What follows belongs to an exercise in optimizing a design on an open flow for a short achievable clock period and few clock cycles per item; a production flow would make more cautious choices. Function was checked by simulation only, so behaviour that the tests miss may differ from the original.

==> inputs of run E <==
==> flow/design.v <==
package tomasulo_pkg;
  localparam int WORD_W   = 32;
  localparam int NUM_REGS = 8;
  localparam int REG_AW   = 3;
  localparam int TAG_W    = 4;
  localparam int NUM_ROWS = 8;  
  typedef logic [WORD_W-1:0] word_t;
  typedef logic [REG_AW-1:0] reg_addr_t;
  typedef logic [TAG_W-1:0]  tag_t;
  typedef enum logic [1:0] {
    OP_ADD  = 2'd0,
    OP_MUL  = 2'd1,
    OP_MV   = 2'd2,
    OP_HALT = 2'd3
  } op_t;
  function automatic logic [2*WORD_W-1:0] csa(input word_t x, input word_t y, input word_t z);
    word_t s, c;
    s = x ^ y ^ z;
    c = ((x & y) | (x & z) | (y & z)) << 1;
    csa = {c, s};
  endfunction
endpackage
module reg_status (
  input  logic                    clk,
  input  logic                    reset,
  input  tomasulo_pkg::reg_addr_t src1,
  input  tomasulo_pkg::reg_addr_t src2,
  output tomasulo_pkg::word_t     op1_data,
  output tomasulo_pkg::word_t     op2_data,
  input  logic                    iss_en,
  input  logic                    iss_imm_mv,
  input  tomasulo_pkg::reg_addr_t iss_reg,
  input  tomasulo_pkg::word_t     iss_data,
  input  logic                    wb_valid,
  input  tomasulo_pkg::reg_addr_t wb_reg,
  input  tomasulo_pkg::word_t     wb_data,
  input  tomasulo_pkg::reg_addr_t rd_addr,
  output tomasulo_pkg::tag_t      rd_tag,
  output tomasulo_pkg::word_t     rd_data
);
  tomasulo_pkg::word_t               rf [0:tomasulo_pkg::NUM_REGS-1];
  logic [tomasulo_pkg::NUM_REGS-1:0] pend;
  assign op1_data = rf[src1];
  assign op2_data = rf[src2];
  assign rd_tag  = {{(tomasulo_pkg::TAG_W-1){1'b0}}, pend[rd_addr]};
  assign rd_data = rf[rd_addr];
  always_ff @(posedge clk) begin
    if (reset) begin
      for (int r = 0; r < tomasulo_pkg::NUM_REGS; r++) begin
        rf[r]   <= '0;
        pend[r] <= 1'b0;
      end
    end else begin
      for (int r = 0; r < tomasulo_pkg::NUM_REGS; r++) begin
        if (wb_valid && wb_reg == tomasulo_pkg::reg_addr_t'(r)) begin
          rf[r]   <= wb_data;
          pend[r] <= 1'b0;
        end
        if (iss_en && iss_reg == tomasulo_pkg::reg_addr_t'(r)) begin
          if (iss_imm_mv) rf[r] <= iss_data;
          pend[r] <= !iss_imm_mv;
        end
      end
    end
  end
endmodule
module res_station (
  input  logic                    clk,
  input  logic                    reset,
  input  logic                    alloc,
  input  tomasulo_pkg::op_t       op,
  input  tomasulo_pkg::reg_addr_t dst,
  input  tomasulo_pkg::reg_addr_t src1,
  input  tomasulo_pkg::reg_addr_t src2,
  input  logic                    has_imm,
  input  tomasulo_pkg::word_t     imm,
  output logic                    disp_valid,
  output tomasulo_pkg::op_t       disp_op,
  output tomasulo_pkg::reg_addr_t disp_dst,
  output tomasulo_pkg::reg_addr_t disp_src1,
  output tomasulo_pkg::reg_addr_t disp_src2,
  output logic                    disp_has_imm,
  output tomasulo_pkg::word_t     disp_imm
);
  always_ff @(posedge clk) begin
    if (reset) disp_valid <= 1'b0;
    else       disp_valid <= alloc;
  end
  always_ff @(posedge clk) begin
    disp_op      <= op;
    disp_dst     <= dst;
    disp_src1    <= src1;
    disp_src2    <= src2;
    disp_has_imm <= has_imm;
    disp_imm     <= imm;
  end
endmodule
module exec_units (
  input  logic                    clk,
  input  logic                    reset,
  input  logic                    in_valid,
  input  tomasulo_pkg::op_t       in_op,
  input  tomasulo_pkg::reg_addr_t in_dst,
  input  tomasulo_pkg::word_t     in_a,
  input  tomasulo_pkg::word_t     in_b,
  input  logic                    in_has_imm,
  input  tomasulo_pkg::word_t     in_imm,
  output logic                    wb_valid,
  output tomasulo_pkg::reg_addr_t wb_reg,
  output tomasulo_pkg::word_t     wb_data
);
  localparam int W = tomasulo_pkg::WORD_W;
  localparam int N = W / 2;  
  localparam int R = tomasulo_pkg::NUM_ROWS;
  tomasulo_pkg::word_t a, b;
  logic                is_mul;
  assign a      = in_a;
  assign b      = (in_op == tomasulo_pkg::OP_MV) ? '0 : in_has_imm ? in_imm : in_b;
  assign is_mul = (in_op == tomasulo_pkg::OP_MUL);
  tomasulo_pkg::word_t pp [0:N];
  logic [W:0]          bx;
  assign bx = {b, 1'b0};
  always_comb begin
    pp[N] = '0;
    for (int i = 0; i < N; i++) begin
      logic neg, one, two;
      tomasulo_pkg::word_t mag;
      neg = bx[2*i+2];
      one = bx[2*i+1] ^ bx[2*i];
      two = (bx[2*i+2] & ~bx[2*i+1] & ~bx[2*i]) | (~bx[2*i+2] & bx[2*i+1] & bx[2*i]);
      mag = ({W{one}} & a) | ({W{two}} & (a << 1));
      pp[i] = ({W{neg}} ^ mag) << (2*i);
      pp[N][2*i] = neg;
    end
  end
  tomasulo_pkg::word_t l1 [0:11];
  tomasulo_pkg::word_t l2 [0:7];
  always_comb begin
    for (int k = 0; k < 5; k++)
      {l1[2*k+1], l1[2*k]} = tomasulo_pkg::csa(pp[3*k], pp[3*k+1], pp[3*k+2]);
    l1[10] = pp[15];
    l1[11] = pp[16];
    for (int k = 0; k < 4; k++)
      {l2[2*k+1], l2[2*k]} = tomasulo_pkg::csa(l1[3*k], l1[3*k+1], l1[3*k+2]);
  end
  logic                    s2_valid;
  tomasulo_pkg::reg_addr_t s2_dst;
  tomasulo_pkg::word_t     s2_row [0:R-1];
  always_ff @(posedge clk) begin
    if (reset) s2_valid <= 1'b0;
    else       s2_valid <= in_valid;
  end
  always_ff @(posedge clk) begin
    s2_dst <= in_dst;
    if (is_mul) begin
      for (int k = 0; k < R; k++) s2_row[k] <= l2[k];
    end else begin
      s2_row[0] <= a;
      s2_row[1] <= b;
      for (int k = 2; k < R; k++) s2_row[k] <= '0;
    end
  end
  tomasulo_pkg::word_t l3 [0:5];
  tomasulo_pkg::word_t l4 [0:3];
  tomasulo_pkg::word_t l5 [0:2];
  tomasulo_pkg::word_t l6 [0:1];
  always_comb begin
    {l3[1], l3[0]} = tomasulo_pkg::csa(s2_row[0], s2_row[1], s2_row[2]);
    {l3[3], l3[2]} = tomasulo_pkg::csa(s2_row[3], s2_row[4], s2_row[5]);
    l3[4] = s2_row[6];
    l3[5] = s2_row[7];
    {l4[1], l4[0]} = tomasulo_pkg::csa(l3[0], l3[1], l3[2]);
    {l4[3], l4[2]} = tomasulo_pkg::csa(l3[3], l3[4], l3[5]);
    {l5[1], l5[0]} = tomasulo_pkg::csa(l4[0], l4[1], l4[2]);
    l5[2] = l4[3];
    {l6[1], l6[0]} = tomasulo_pkg::csa(l5[0], l5[1], l5[2]);
  end
  assign wb_valid = s2_valid;
  assign wb_reg   = s2_dst;
  assign wb_data  = l6[0] + l6[1];
endmodule
module issue_ctrl (
  input  logic clk,
  input  logic reset,
  input  logic req,
  output logic ack,
  output logic fire
);
  logic ack_q;
  always_ff @(posedge clk) begin
    if (reset) ack_q <= 1'b0;
    else       ack_q <= req;
  end
  assign ack  = ack_q;
  assign fire = req && !ack_q && !reset;
endmodule
module rs_core (
  input  logic                    clk,
  input  logic                    reset,
  input  logic                    req,
  input  tomasulo_pkg::op_t       op,
  input  tomasulo_pkg::reg_addr_t dst,
  input  tomasulo_pkg::reg_addr_t src1,
  input  tomasulo_pkg::reg_addr_t src2,
  input  logic                    has_imm,
  input  tomasulo_pkg::word_t     imm,
  output logic                    ack,
  input  tomasulo_pkg::reg_addr_t rd_addr,
  output tomasulo_pkg::tag_t      rd_tag,
  output tomasulo_pkg::word_t     rd_data
);
  logic fire, imm_mv, is_exec;
  logic                    disp_valid, disp_has_imm;
  tomasulo_pkg::op_t       disp_op;
  tomasulo_pkg::reg_addr_t disp_dst, disp_src1, disp_src2;
  tomasulo_pkg::word_t     disp_imm, op1_data, op2_data;
  logic                    wb_valid;
  tomasulo_pkg::reg_addr_t wb_reg;
  tomasulo_pkg::word_t     wb_data;
  issue_ctrl issue (.clk, .reset, .req, .ack, .fire);
  assign imm_mv  = (op == tomasulo_pkg::OP_MV) && has_imm;
  assign is_exec = (op != tomasulo_pkg::OP_HALT) && !imm_mv;
  reg_status status (
    .clk, .reset, .src1(disp_src1), .src2(disp_src2),
    .op1_data, .op2_data,
    .iss_en(fire && (op != tomasulo_pkg::OP_HALT)), .iss_imm_mv(imm_mv), .iss_reg(dst), .iss_data(imm),
    .wb_valid, .wb_reg, .wb_data,
    .rd_addr, .rd_tag, .rd_data
  );
  res_station rs (
    .clk, .reset, .alloc(fire && is_exec),
    .op, .dst, .src1, .src2, .has_imm, .imm,
    .disp_valid, .disp_op, .disp_dst, .disp_src1, .disp_src2, .disp_has_imm, .disp_imm
  );
  exec_units units (
    .clk, .reset,
    .in_valid(disp_valid), .in_op(disp_op), .in_dst(disp_dst),
    .in_a(op1_data), .in_b(op2_data), .in_has_imm(disp_has_imm), .in_imm(disp_imm),
    .wb_valid, .wb_reg, .wb_data
  );
endmodule
==> flow/run.sh <==
#!/bin/bash
# synth_recipe.tcl (not shown) runs the flow's synth.tcl, then flattens the netlist and writes it again
# the make line also repeats each setting of config.mk as NAME=value (left out here)
make -C /OpenROAD-flow-scripts/flow DESIGN_CONFIG=/design/flow/config.mk WORK_HOME=/design/flow/orfs CLKGATE_MAP_FILE= SYNTH_SCRIPT=/design/flow/synth_recipe.tcl finish
==> flow/config.mk <==
export PLATFORM = sky130hd
export DESIGN_NAME = rs_core
export DESIGN_NICKNAME = rs_core
export VERILOG_FILES = /design/flow/design.v
export SDC_FILE = /design/flow/constraint.sdc
export NUM_CORES = 4
export LEC_CHECK = 0
export ABC_CLOCK_PERIOD_IN_PS = 4000
export CAP_MARGIN = 20
export CORE_MARGIN = 2
export CORE_UTILIZATION = 40
export SETUP_SLACK_MARGIN = 5
export SLEW_MARGIN = 20
==> flow/constraint.sdc <==
create_clock -name core_clock -period 10.0 [get_ports {clk}]
set_input_delay 2.0000 -clock core_clock [delete_from_list [all_inputs] [get_ports {clk}]]
set_output_delay 2.0000 -clock core_clock [all_outputs]
set_load 0.01 [all_outputs]
==> run R: changes against run E <==
==> flow/design.v (replaced) <==
package tomasulo_pkg;
  localparam int WORD_W   = 32;
  localparam int NUM_REGS = 8;
  localparam int REG_AW   = 3;
  localparam int TAG_W    = 4;
  localparam int NUM_ROWS = 4;  
  typedef logic [WORD_W-1:0] word_t;
  typedef logic [REG_AW-1:0] reg_addr_t;
  typedef logic [TAG_W-1:0]  tag_t;
  typedef enum logic [1:0] {
    OP_ADD  = 2'd0,
    OP_MUL  = 2'd1,
    OP_MV   = 2'd2,
    OP_HALT = 2'd3
  } op_t;
  function automatic logic [2*WORD_W-1:0] csa(input word_t x, input word_t y, input word_t z);
    word_t s, c;
    s = x ^ y ^ z;
    c = ((x & y) | (x & z) | (y & z)) << 1;
    csa = {c, s};
  endfunction
endpackage
module reg_status (
  input  logic                    clk,
  input  logic                    reset,
  input  tomasulo_pkg::reg_addr_t src1,
  input  tomasulo_pkg::reg_addr_t src2,
  output tomasulo_pkg::word_t     op1_data,
  output tomasulo_pkg::word_t     op2_data,
  input  logic                    iss_en,
  input  logic                    iss_mv,
  input  tomasulo_pkg::reg_addr_t iss_reg,
  input  tomasulo_pkg::word_t     iss_data,
  input  logic                    wb_valid,
  input  tomasulo_pkg::reg_addr_t wb_reg,
  input  tomasulo_pkg::word_t     wb_data,
  input  tomasulo_pkg::reg_addr_t rd_addr,
  output tomasulo_pkg::tag_t      rd_tag,
  output tomasulo_pkg::word_t     rd_data
);
  tomasulo_pkg::word_t             rf [0:tomasulo_pkg::NUM_REGS-1];
  logic [tomasulo_pkg::NUM_REGS-1:0] pend;
  assign op1_data = (wb_valid && wb_reg == src1) ? wb_data : rf[src1];
  assign op2_data = (wb_valid && wb_reg == src2) ? wb_data : rf[src2];
  assign rd_tag  = {{(tomasulo_pkg::TAG_W-1){1'b0}}, pend[rd_addr]};
  assign rd_data = rf[rd_addr];
  always_ff @(posedge clk) begin
    if (reset) begin
      for (int r = 0; r < tomasulo_pkg::NUM_REGS; r++) begin
        rf[r]   <= '0;
        pend[r] <= 1'b0;
      end
    end else begin
      for (int r = 0; r < tomasulo_pkg::NUM_REGS; r++) begin
        if (wb_valid && wb_reg == tomasulo_pkg::reg_addr_t'(r)) begin
          rf[r]   <= wb_data;
          pend[r] <= 1'b0;
        end
        if (iss_en && iss_reg == tomasulo_pkg::reg_addr_t'(r)) begin
          if (iss_mv) rf[r] <= iss_data;
          pend[r] <= !iss_mv;
        end
      end
    end
  end
endmodule
module res_station (
  input  logic                    clk,
  input  logic                    reset,
  input  logic                    alloc,
  input  logic                    is_mul,
  input  tomasulo_pkg::reg_addr_t dst,
  input  tomasulo_pkg::word_t     a_data,
  input  tomasulo_pkg::word_t     b_data,
  output logic                    disp_valid,
  output logic                    disp_mul,
  output tomasulo_pkg::reg_addr_t disp_dst,
  output tomasulo_pkg::word_t     disp_a,
  output tomasulo_pkg::word_t     disp_b
);
  always_ff @(posedge clk) begin
    if (reset) disp_valid <= 1'b0;
    else       disp_valid <= alloc;
  end
  always_ff @(posedge clk) begin
    disp_mul <= is_mul;
    disp_dst <= dst;
    disp_a   <= a_data;
    disp_b   <= b_data;
  end
endmodule
module exec_units (
  input  logic                    clk,
  input  logic                    reset,
  input  logic                    in_valid,
  input  logic                    in_mul,
  input  tomasulo_pkg::reg_addr_t in_dst,
  input  tomasulo_pkg::word_t     in_a,
  input  tomasulo_pkg::word_t     in_b,
  output logic                    wb_valid,
  output tomasulo_pkg::reg_addr_t wb_reg,
  output tomasulo_pkg::word_t     wb_data
);
  localparam int W = tomasulo_pkg::WORD_W;
  localparam int N = W / 2;  
  tomasulo_pkg::word_t pp [0:N];
  logic [W:0]          bx;
  assign bx = {in_b, 1'b0};
  always_comb begin
    pp[N] = '0;
    for (int i = 0; i < N; i++) begin
      logic neg, one, two;
      tomasulo_pkg::word_t mag;
      neg = bx[2*i+2];
      one = bx[2*i+1] ^ bx[2*i];
      two = (bx[2*i+2] & ~bx[2*i+1] & ~bx[2*i]) | (~bx[2*i+2] & bx[2*i+1] & bx[2*i]);
      mag = ({W{one}} & in_a) | ({W{two}} & (in_a << 1));
      pp[i] = ({W{neg}} ^ mag) << (2*i);
      pp[N][2*i] = neg;
    end
  end
  tomasulo_pkg::word_t l1 [0:11];
  tomasulo_pkg::word_t l2 [0:7];
  tomasulo_pkg::word_t l3 [0:5];
  tomasulo_pkg::word_t l4 [0:3];
  always_comb begin
    for (int k = 0; k < 5; k++)
      {l1[2*k+1], l1[2*k]} = tomasulo_pkg::csa(pp[3*k], pp[3*k+1], pp[3*k+2]);
    l1[10] = pp[15];
    l1[11] = pp[16];
    for (int k = 0; k < 4; k++)
      {l2[2*k+1], l2[2*k]} = tomasulo_pkg::csa(l1[3*k], l1[3*k+1], l1[3*k+2]);
    {l3[1], l3[0]} = tomasulo_pkg::csa(l2[0], l2[1], l2[2]);
    {l3[3], l3[2]} = tomasulo_pkg::csa(l2[3], l2[4], l2[5]);
    l3[4] = l2[6];
    l3[5] = l2[7];
    {l4[1], l4[0]} = tomasulo_pkg::csa(l3[0], l3[1], l3[2]);
    {l4[3], l4[2]} = tomasulo_pkg::csa(l3[3], l3[4], l3[5]);
  end
  logic                    s2_valid;
  tomasulo_pkg::reg_addr_t s2_dst;
  tomasulo_pkg::word_t     s2_row [0:tomasulo_pkg::NUM_ROWS-1];
  always_ff @(posedge clk) begin
    if (reset) s2_valid <= 1'b0;
    else       s2_valid <= in_valid;
  end
  always_ff @(posedge clk) begin
    s2_dst <= in_dst;
    if (in_mul) begin
      for (int k = 0; k < tomasulo_pkg::NUM_ROWS; k++) s2_row[k] <= l4[k];
    end else begin
      s2_row[0] <= in_a;
      s2_row[1] <= in_b;
      for (int k = 2; k < tomasulo_pkg::NUM_ROWS; k++) s2_row[k] <= '0;
    end
  end
  tomasulo_pkg::word_t m0, m1, m2, m3;
  always_comb begin
    {m1, m0} = tomasulo_pkg::csa(s2_row[0], s2_row[1], s2_row[2]);
    {m3, m2} = tomasulo_pkg::csa(m0, m1, s2_row[3]);
  end
  assign wb_valid = s2_valid;
  assign wb_reg   = s2_dst;
  assign wb_data  = m2 + m3;
endmodule
module issue_ctrl (
  input  logic clk,
  input  logic reset,
  input  logic req,
  output logic ack,
  output logic fire
);
  logic ack_q;
  always_ff @(posedge clk) begin
    if (reset) ack_q <= 1'b0;
    else       ack_q <= req;
  end
  assign ack  = ack_q;
  assign fire = req && !ack_q && !reset;
endmodule
module rs_core (
  input  logic                    clk,
  input  logic                    reset,
  input  logic                    req,
  input  tomasulo_pkg::op_t       op,
  input  tomasulo_pkg::reg_addr_t dst,
  input  tomasulo_pkg::reg_addr_t src1,
  input  tomasulo_pkg::reg_addr_t src2,
  input  logic                    has_imm,
  input  tomasulo_pkg::word_t     imm,
  output logic                    ack,
  input  tomasulo_pkg::reg_addr_t rd_addr,
  output tomasulo_pkg::tag_t      rd_tag,
  output tomasulo_pkg::word_t     rd_data
);
  logic fire, is_mv, is_exec;
  tomasulo_pkg::word_t op1_data, op2_data, b_data, mv_data;
  logic                    disp_valid, disp_mul;
  tomasulo_pkg::reg_addr_t disp_dst;
  tomasulo_pkg::word_t     disp_a, disp_b;
  logic                    wb_valid;
  tomasulo_pkg::reg_addr_t wb_reg;
  tomasulo_pkg::word_t     wb_data;
  issue_ctrl issue (.clk, .reset, .req, .ack, .fire);
  assign is_mv   = (op == tomasulo_pkg::OP_MV);
  assign is_exec = (op == tomasulo_pkg::OP_ADD) || (op == tomasulo_pkg::OP_MUL);
  assign b_data  = has_imm ? imm : op2_data;
  assign mv_data = has_imm ? imm : op1_data;
  reg_status status (
    .clk, .reset, .src1, .src2,
    .op1_data, .op2_data,
    .iss_en(fire && (is_mv || is_exec)), .iss_mv(is_mv), .iss_reg(dst), .iss_data(mv_data),
    .wb_valid, .wb_reg, .wb_data,
    .rd_addr, .rd_tag, .rd_data
  );
  res_station rs (
    .clk, .reset, .alloc(fire && is_exec), .is_mul(op == tomasulo_pkg::OP_MUL),
    .dst, .a_data(op1_data), .b_data,
    .disp_valid, .disp_mul, .disp_dst, .disp_a, .disp_b
  );
  exec_units units (
    .clk, .reset,
    .in_valid(disp_valid), .in_mul(disp_mul), .in_dst(disp_dst),
    .in_a(disp_a), .in_b(disp_b),
    .wb_valid, .wb_reg, .wb_data
  );
endmodule
Settings changed: CORE_UTILIZATION 40 to 60, TNS_END_PERCENT set to 100.
==> summary.md <==
| Metric | Value |
|---|---|
| Status | `no timing/DRC/antenna violations` |
| Reg area | `between 9000 and 10000 um2` |
| Design area | `roughly 46000 um2` |
| Initial Utilization | `0.4018` |
| Metal-1 WL | `67770 um` |
| Vias | `around 42000` |
| Max transition margin | `0.1957` |
Source of the figures above: run E

==> summary.md <==
| Metric | Value |
|---|---|
| Status | `no timing/DRC/antenna violations` |
| CP startpoint kind | `input pin` |
| Tot GR Track Use | `0.4646` |
| Max transition margin | `0.1508` |
| Vias | `~42000` |
| # nets final | `5276` |
| Initial Utilization | `0.6079` |
| Post-synthesis simple-gate area fraction | `0.1426` |
| Max-slew violation count | `0` |
| Design area | `~45000 um2` |
| Reg area | `slightly below 9000 um2` |
Source of the figures above: run R

Testbench counts of run E, summed over its fixed seeds: cycles 6,480, instrs 3,280.
Testbench counts of run R, summed over its fixed seeds: cycles 6,480, instrs 3,280.

afterwards: timing with drivers on the ports:
How much do the figures lean on ideal ports? The routed layouts below were timed once more, with nothing changed but the port constraints.
Step 1, drivers: a clkbuf_16 drives clk and a buf_2 each remaining input, both assumed.
Step 2 times the ports against the registers' clock, not the clock port: input delays grow and output delays shrink by t, the midpoint of the rising clock arrivals with the driver on.
Slacks: ideal / step 1 / step 2; pairs: ideal / step 1.
| run | t (ns) | setup slack, ns | hold slack, ns | worst register clock-pin slew, ns | worst slew at a driven data input, ns |
|---|---|---|---|---|---|
| run E | 0.743 | 4.535 / 4.384 / 4.384 | 0.318 / 0.318 / 0.318 | 0.07 / 0.07 | 0.21 |
| run R | 0.693 | 4.478 / 4.293 / 4.293 | 0.325 / 0.325 / 0.325 | 0.07 / 0.07 | 0.31 |
After both steps setup and hold are still met in every run listed. For run R, which loses most, drivers alone change the setup slack by -0.185 ns; drivers and shift together by -0.185 ns.
